Source: an optimization exercise on an open RTL-to-GDS flow (aim: small area and few clock cycles). Production flows keep margins and buffers that such runs may drop.
Function was checked by simulation only, so behaviour that the tests miss may differ from the original.
Power and IR drop assume default switching activity.

==> flow/design.v <==
module tx_ingress (
	input wire usr_clk,
	input wire usr_rst_,
	input wire beat_valid,	 
	input wire [71:0] beat,
	output reg wr_en,	 
	output reg [71:0] wr_beat,
	output reg drop_credit,	 
	output reg [31:0] frame_err_cnt
);
	reg pkt_open;	 
	wire beat_ok;	 
	wire beat_good;
	wire beat_bad;
	assign beat_ok = beat[7] ^ pkt_open;
	assign beat_good = beat_valid & beat_ok;
	assign beat_bad = beat_valid & ~beat_ok;
	always @(posedge usr_clk)
	begin
		if (!usr_rst_)
		begin
			pkt_open <= 1'b0;
			wr_en <= 1'b0;
			drop_credit <= 1'b0;
			frame_err_cnt <= 32'd0;
		end
		else
		begin
			wr_en <= beat_good;
			drop_credit <= beat_bad;	 
			if (beat_good)
			begin
				pkt_open <= ~beat[6];	 
			end
			if (beat_bad)
			begin
				frame_err_cnt <= frame_err_cnt + 32'd1;	 
			end
		end
	end
	always @(posedge usr_clk)
	begin
		if (beat_good)
		begin
			wr_beat[71:3] <= beat[71:3];
			wr_beat[2:0] <= 3'b000;	 
		end
	end
endmodule
module tx_pkt_fifo (
	input wire usr_clk,
	input wire usr_rst_,
	input wire wr_en,	 
	input wire [71:0] wr_beat,
	input wire pop,	 
	output wire [71:0] head,
	output wire pkt_ready,	 
	output reg pop_credit	 
);
	localparam DEPTH = 16;	 
	localparam AW = 4;	 
	reg [71:0] mem [0:DEPTH-1];	 
	reg [AW-1:0] wr_ptr;
	reg [AW-1:0] rd_ptr;
	reg [AW:0] pkt_cnt;	 
	wire pkt_in;	 
	wire pkt_out;	 
	assign head = mem[rd_ptr];	 
	assign pkt_ready = (pkt_cnt != {(AW+1){1'b0}});
	assign pkt_in = wr_en & wr_beat[6];
	assign pkt_out = pop & head[6];
	always @(posedge usr_clk)
	begin
		if (wr_en)
		begin
			mem[wr_ptr] <= wr_beat;
		end
	end
	always @(posedge usr_clk)
	begin
		if (!usr_rst_)
		begin
			wr_ptr <= {AW{1'b0}};
			rd_ptr <= {AW{1'b0}};
			pkt_cnt <= {(AW+1){1'b0}};
			pop_credit <= 1'b0;
		end
		else
		begin
			if (wr_en)
			begin
				wr_ptr <= wr_ptr + 1'b1;	 
			end
			if (pop)
			begin
				rd_ptr <= rd_ptr + 1'b1;
			end
			pop_credit <= pop;	 
			case ({pkt_in, pkt_out})
				2'b10: pkt_cnt <= pkt_cnt + 1'b1;
				2'b01: pkt_cnt <= pkt_cnt - 1'b1;
				default: pkt_cnt <= pkt_cnt;	 
			endcase
		end
	end
endmodule
module xgmii_tx_encap (
	input wire usr_clk,
	input wire usr_rst_,
	input wire pkt_ready,	 
	input wire [71:0] head,
	output wire pop,
	output reg [71:0] xgmii,	 
	output reg [31:0] tx_pkt_cnt,
	output reg [31:0] tx_byte_cnt
);
	localparam [7:0] XGMII_IDLE = 8'h07;	 
	localparam [7:0] XGMII_START = 8'hFB;	 
	localparam [7:0] XGMII_TERM = 8'hFD;	 
	localparam [7:0] XGMII_PREAMBLE = 8'h55;	 
	localparam [7:0] XGMII_SFD = 8'hD5;	 
	localparam [2:0] ST_IDLE = 3'd0;	 
	localparam [2:0] ST_START = 3'd1;	 
	localparam [2:0] ST_DATA = 3'd2;	 
	localparam [2:0] ST_TERM = 3'd3;	 
	localparam [2:0] ST_GAP = 3'd4;	 
	wire [63:0] head_data;
	wire head_eop;
	wire [2:0] head_lb;
	reg [2:0] state_q;
	reg [2:0] state_d;
	reg [63:0] txd_d;	 
	reg [7:0] txc_d;
	reg sent_eop;	 
	reg sent_full;	 
	wire tail;	 
	wire [3:0] beat_bytes;	 
	reg [31:0] frame_bytes;	 
	integer i;
	assign head_data = head[71:8];
	assign head_eop = head[6];
	assign head_lb = head[5:3];
	assign tail = head_eop & (head_lb != 3'd0);
	assign beat_bytes = tail ? {1'b0, head_lb} : 4'd8;
	assign pop = (state_d == ST_DATA);	 
	always @(*)
	begin
		state_d = state_q;
		case (state_q)
			ST_IDLE: if (pkt_ready) state_d = ST_START;
			ST_START: state_d = ST_DATA;
			ST_DATA: if (sent_eop) state_d = sent_full ? ST_TERM : ST_GAP;
			ST_TERM: state_d = ST_GAP;
			ST_GAP: state_d = pkt_ready ? ST_START : ST_IDLE;	 
			default: state_d = ST_IDLE;
		endcase
	end
	always @(*)
	begin
		txd_d = {8{XGMII_IDLE}};	 
		txc_d = 8'hFF;
		case (state_d)
			ST_START:
			begin
				txd_d = {XGMII_SFD, {6{XGMII_PREAMBLE}}, XGMII_START};
				txc_d = 8'h01;	 
			end
			ST_DATA:
			begin
				for (i = 0; i < 8; i = i + 1)
				begin
					if (!tail || (i < head_lb))
					begin
						txd_d[i*8 +: 8] = head_data[i*8 +: 8];
						txc_d[i] = 1'b0;
					end
					else if (i == head_lb)
					begin
						txd_d[i*8 +: 8] = XGMII_TERM;	 
					end
				end
			end
			ST_TERM: txd_d[7:0] = XGMII_TERM;
			default: ;	 
		endcase
	end
	always @(posedge usr_clk)
	begin
		if (!usr_rst_)
		begin
			state_q <= ST_IDLE;
			xgmii <= {{8{XGMII_IDLE}}, 8'hFF};	 
			sent_eop <= 1'b0;
			sent_full <= 1'b0;
			frame_bytes <= 32'd0;
			tx_pkt_cnt <= 32'd0;
			tx_byte_cnt <= 32'd0;
		end
		else
		begin
			state_q <= state_d;
			xgmii <= {txd_d, txc_d};
			if (pop)
			begin
				sent_eop <= head_eop;
				sent_full <= head_eop & ~tail;
				if (head_eop)
				begin
					tx_pkt_cnt <= tx_pkt_cnt + 32'd1;
					tx_byte_cnt <= tx_byte_cnt + frame_bytes + {28'd0, beat_bytes};
					frame_bytes <= 32'd0;
				end
				else
				begin
					frame_bytes <= frame_bytes + 32'd8;
				end
			end
		end
	end
endmodule
module tcore_fmac_tx (
	input wire usr_clk,
	input wire usr_rst_,
	input wire beat_valid,
	input wire [71:0] beat,
	output wire [1:0] credit_ret,	 
	output wire [71:0] xgmii,
	output wire [31:0] tx_pkt_cnt,
	output wire [31:0] tx_byte_cnt,
	output wire [31:0] frame_err_cnt
);
	wire wr_en;	 
	wire [71:0] wr_beat;
	wire drop_credit;	 
	wire pop;	 
	wire [71:0] head;
	wire pkt_ready;
	wire pop_credit;	 
	assign credit_ret = {1'b0, drop_credit} + {1'b0, pop_credit};
	tx_ingress u_ingress (
		.usr_clk(usr_clk),
		.usr_rst_(usr_rst_),
		.beat_valid(beat_valid),
		.beat(beat),
		.wr_en(wr_en),
		.wr_beat(wr_beat),
		.drop_credit(drop_credit),
		.frame_err_cnt(frame_err_cnt)
	);
	tx_pkt_fifo u_fifo (
		.usr_clk(usr_clk),
		.usr_rst_(usr_rst_),
		.wr_en(wr_en),
		.wr_beat(wr_beat),
		.pop(pop),
		.head(head),
		.pkt_ready(pkt_ready),
		.pop_credit(pop_credit)
	);
	xgmii_tx_encap u_encap (
		.usr_clk(usr_clk),
		.usr_rst_(usr_rst_),
		.pkt_ready(pkt_ready),
		.head(head),
		.pop(pop),
		.xgmii(xgmii),
		.tx_pkt_cnt(tx_pkt_cnt),
		.tx_byte_cnt(tx_byte_cnt)
	);
endmodule
==> flow/run.sh <==
#!/bin/bash
# synth_recipe.tcl (not shown) runs the flow's synth.tcl, then flattens the netlist and writes it again
# the make line also repeats each setting of config.mk as NAME=value (left out here)
make -C /OpenROAD-flow-scripts/flow DESIGN_CONFIG=/design/flow/config.mk WORK_HOME=/design/flow/orfs CLKGATE_MAP_FILE= SYNTH_SCRIPT=/design/flow/synth_recipe.tcl finish
==> flow/config.mk <==
export PLATFORM = sky130hd
export DESIGN_NAME = tcore_fmac_tx
export DESIGN_NICKNAME = tcore_fmac_tx
export VERILOG_FILES = /design/flow/design.v
export SDC_FILE = /design/flow/constraint.sdc
export NUM_CORES = 4
export LEC_CHECK = 0
export CAP_MARGIN = 20
export CORE_MARGIN = 2
export CORE_UTILIZATION = 40
export SLEW_MARGIN = 20
==> flow/constraint.sdc <==
create_clock -name core_clock -period 6.4 [get_ports {usr_clk}]
set_input_delay 1.2800 -clock core_clock [delete_from_list [all_inputs] [get_ports {usr_clk}]]
set_output_delay 1.2800 -clock core_clock [all_outputs]
set_load 0.01 [all_outputs]
==> run summary <==
## cell usage in the layout (no fill, tap or decap), types with 37 or more instances in the layout
cell,netlist,routed
nor2_1,152,151
clkdlybuf4s50_1,0,241
or3_1,38,38
mux4_2,340,340
edfxtp_1,1156,1156
clkbuf_16,0,152
a21oi_1,87,87
buf_4,0,37
ha_1,73,73
nand3_1,40,40
nand2_1,142,141
xor2_1,68,68
dfxtp_1,223,219
o21ai_0,59,58
## cell usage after synthesis (29+ instances only)
cell and n:
nand3_1 40, nand2_1 142, buf_1 43, and2_1 29, edfxtp_1 1156, ha_1 73
or3_1 38, clkbuf_1 74, xnor2_1 35, o21ai_0 59, nor2_1 152, xor2_1 68
dfxtp_1 223, mux4_2 340, a21oi_1 87
## power groups by stage
stage          registers (W)  logic, W  clock network (W)
2_1_floorplan         0.0104   0.00163                  0
3_3_place_gp          0.0104   0.00255                  0
3_5_place_dp          0.0104   0.00258                  0
4_1_cts               0.0103   0.00259            0.00861
5_1_grt               0.0103   0.00272            0.00895
6_report              0.0103   0.00253            0.00845
## worst paths after layout
kind	cells after the start	startpoint	slack, ns	endpoint
worst max register to register	14	flop	0.99	u_encap.tx_byte_cnt[26]$_SDFFE_PN0P_
worst min-delay path	2	u_encap.sent_full$_SDFFE_PN0P_	0.48	u_encap.sent_full$_SDFFE_PN0P_
worst min register to register	2	u_encap.sent_full$_SDFFE_PN0P_	0.48	u_encap.sent_full$_SDFFE_PN0P_
worst max-delay path	14	flop	0.99	u_encap.tx_byte_cnt[26]$_SDFFE_PN0P_
## flip-flops by register name, summed over array words and instances (netlist names), named ones only
register,cells
u_fifo.pkt_cnt,5
u_fifo.rd_ptr,4
u_encap.xgmii,72
u_encap.frame_bytes,29
u_fifo.wr_ptr,4
u_encap.sent_full,1
u_ingress.wr_beat,68
u_encap.state_q,3
u_encap.sent_eop,1
u_fifo.pop_credit,1
u_ingress.pkt_open,1
u_ingress.drop_credit,1
u_encap.tx_byte_cnt,32
u_ingress.wr_en,1
u_ingress.frame_err_cnt,32
u_fifo.mem,1088
u_encap.tx_pkt_cnt,32
## kinds of logic after synthesis
| family | after synthesis | share of synthesized area, % |
|---|---|---|
| flip-flops | 1379 | 73.77 |
| buffers and inverters | 145 | 1.051 |
| multiplexers | 345 | 14.51 |
| XOR/XNOR | 103 | 1.699 |
| AND/OR/NAND/NOR | 502 | 4.512 |
| AO/OA/AOI/OAI | 233 | 2.620 |
| adder cells (fa/ha/maj) | 76 | 1.833 |
## area by class of cell
| type | instances | share of cell area [%] |
|---|---|---|
| tap | 1755 | 3.515 |
| multi-input combinational | 1259 | 21.49 |
| timing repair buffer | 280 | 4.371 |
| inverter | 22 | 0.1362 |
| clock inverter | 70 | 1.240 |
| antenna | 1 | 0.004006 |
| clock buffer | 196 | 6.498 |
| sequential | 1379 | 62.75 |
## metrics by stage
| step | hold slack, ns | instances | setup slack [ns] | util (%) |
|---|---|---|---|---|
| 6_report | 0.4803 | 4962 | 0.9895 | 47.45 |
| 5_1_grt | 0.5063 | 4961 | 0.6963 | 47.45 |
| 4_1_cts | 0.4788 | 4961 | 0.9928 | 47.45 |
| 3_3_place_gp | 0.4594 | 4695 | 1.015 | 43.78 |
| 3_5_place_dp | 0.4654 | 4695 | 1.009 | 43.78 |
| 2_1_floorplan | 0.4449 | 2783 | 1.532 | - |
## critical path, cell delays in order (launching register included)
cell and delay, ns:
dfxtp_4 0.64, mux4_2 0.57, mux4_2 0.56, or3_1 0.44
and2_1 0.21, inv_2 0.10, fa_1 0.42, ha_1 0.37
o21a_1 0.25, a211oi_1 0.35, or4_1 0.25, nand4_1 0.19
a21boi_0 0.44, o21ai_0 0.21, o311ai_0 0.32
## routing by layer
| metal | wire length, µm | vias to the layer above | global-route usage [%] | part of all wire, % |
|---|---|---|---|---|
| met3 | 8214 | 198 | 3.409 | 6.4 |
| met1 | 55170 | 14280 | 26.13 | 43 |
| met5 | 0 | - | 0 | 0 |
| met2 | 62210 | 955 | 30.72 | 49 |
| li1 | - | 11770 | - | - |
| met4 | 2628 | 0 | 5.306 | 2.0 |
==> run summary <==
Drt:
- The via-per-instance ratio is 5.482.
- The final route contains 27200 vias.
- The first-iteration detailed-routing DRC count is 2973.
- The antenna violation net count after detailed routing is 0.
- The residual DRC count is 0.
- Summed over all layers, the routed wires come to 128200 µm.
- The average wire per cell in the routed design is 25.84 µm.
- The first detailed-routing pass took 5 iterations.

Worst setup path:
- Of all nets on the critical path, the largest fanout is 23.
- The critical path in this run is classified as reg2reg.
- The critical path data arrival time is 6.07 ns.
- The required time of the critical path is 7.06 ns.
- STA classifies the critical path endpoint as a flop.
- The startpoint kind of the worst setup timing path is a flop.

Floorplanning:
- The top-level I/O count is 245.
- In this run the standard cell core region covers 131600 µm².
- The site row count is 133.
- Measured along the y axis, the die boundary spans 368.4 µm.
- The initial utilization of the core area, before any placement, comes to 40.34%.
- The floorplan step defined a die boundary enclosing 135700 µm².
- The horizontal die dimension is 368.4 µm.

Logic synthesis:
- In this run the mean area of a mapped cell was 19.08 µm².
- Summed over all instances, the cell type with the most area after synthesis is edfxtp_1.
- The share of the synthesized area in the top cell type is 65.37%.
- For this run, the number of Yosys warnings is 3.
- Counting every instance in the synthesized netlist gives 2783.
- The post-synthesis sequential area ratio is 73.77%.
- The number of nets in the synthesized netlist is 2934.
- After synthesis the netlist holds a flip-flop and latch count of 1379.
- The commonest register cell after synthesis is edfxtp_1.
- Sorting the synthesized cells by area gives the leading types as edfxtp_1, mux4_2, dfxtp_1, ha_1, xor2_1.
- Counting flops with a built-in enable in the synthesized netlist gives 1156.
- The share of synthesized registers carrying an async set or reset is 0%.
- The mapped cell area is 53110 µm².
- Synthesis instantiated 56 different standard cells from the library.

Timing:
- The transition time of the tightest slew-check pin is 1.136 ns.
- The number of pins exceeding their max-slew limit in the final report is 0.
- Setup violations remaining at the end of the flow were counted as 0.
- Derived from the worst setup path, the maximum achievable clock frequency is 184.8 MHz.
- The smallest clock period supported by the final layout is computed as 5.410 ns.
- Setup repair after global routing left no endpoint under its margin.
- The ratio of final minimum period to clock period is 84.54%.
- The worst pin sits at a relative slew slack of 23.90%.
- The clock tree skew after final layout is 0.02699 ns.
- The final hold violation count is 0.
- The post-route setup TNS is 0 ns.

CTS:
- TritonCTS built the clock tree.
- The number of clock sinks is 1379.
- The clock slew seen by the registers of the worst setup and hold paths is 0.06 ns.
- The root buffer cell chosen for the clock tree is clkbuf_16.
- Counting the buffers created by CTS gives 145.
- The clock network latency to the later pin of the worst-skew pair is 0.77 ns.
- The maximum root-to-sink buffer count is 3.
- The number of hold-repair buffers added at the cts stage is 0.
- The post-CTS setup buffer count is 0.
- The number of levels the H-tree was split into is 4.
- The number of instances resized during post-cts repair is 0.

Placement:
- The placed instances occupy a cell area of 57620 µm².
- The number of buffers inserted by port buffering is 241.
- Routability-driven placement finished with a final weighted congestion of 0.8461.
- The detailed-placement wirelength estimate is 71630 µm.

Pwr:
- The fraction of power consumed by the clock network is 39.8%.
- In this run the static leakage power is 19.92 nW.
- The overall power of the completed layout is 0.02123 W.
- Sequential cells burn 48.3% of the power.
- The cell area power density is 339.9 nW/µm².
- The switching share of total power is 23.46%.
- The net switching power figure is 0.004981 W.
- Across the VDD grid, the largest voltage drop is 303.9 µV.
- The internal cell power is 0.01625 W.
- Combinational cells account for 11.9% of the total power.

Run status:
- The run finished with no timing, DRC or antenna violations.

Final layout:
- The multi-input combinational cells in the finished layout cover a total of 13420 µm².
- The post-layout instance area is 62460 µm².
- For this run, the post-layout net count is 3238.
- In the final layout, flip-flops and latches occupy 39190 µm².
- Counting the fill cells in the layout gives 10830.
- The synthesis-to-finish area growth is 17.62%.
- The fraction of layout cells with a size suffix above 1 is 19.25%.

Global routing:
- The aggregate global routing overflow is 0.
- The initial antenna violation count is 6.
- The via count of the first global-routing pass came to 28180.
- The all-layer global routing usage is 18.87%.
- Entering global routing, the biggest net connects 113 pins.
- The first-pass GRT wire length is 187100 µm.

Worst hold path:
- The type of the tightest min-delay check is reg2reg.

Flow run:
- The max-cap check violation count is 0.
Testbench counts, summed over its fixed seeds: cycles 13,823.

[afterwards: timing with drivers on the ports]
No port has a modelled driver above. Below, the same layout with a new extraction and two added sets of constraints.
Step 1 sets driving cells, clkbuf_16 on the clock port and buf_2 on the other inputs (assumed; they add their load-dependent delay and slew).
Step 2 adds t to the input delays and takes it off the output delays; t is the mean of the earliest and latest rising clock arrival at the registers after step 1. Input paths then give back, and output paths get back, about the clock's delay inside the block.
Slacks: ideal / step 1 / step 2; pairs: ideal / step 1.
t, ns: 0.835
setup WS [ns]: 0.990 / 0.990 / 0.990
hold WS [ns]: 0.480 / 0.480 / 0.480
worst register clock-pin slew, ns: 0.06 / 0.06
After both steps this run still meets setup and hold. For this run, drivers alone change the setup slack by 0.000 ns; drivers and shift together by 0.000 ns.
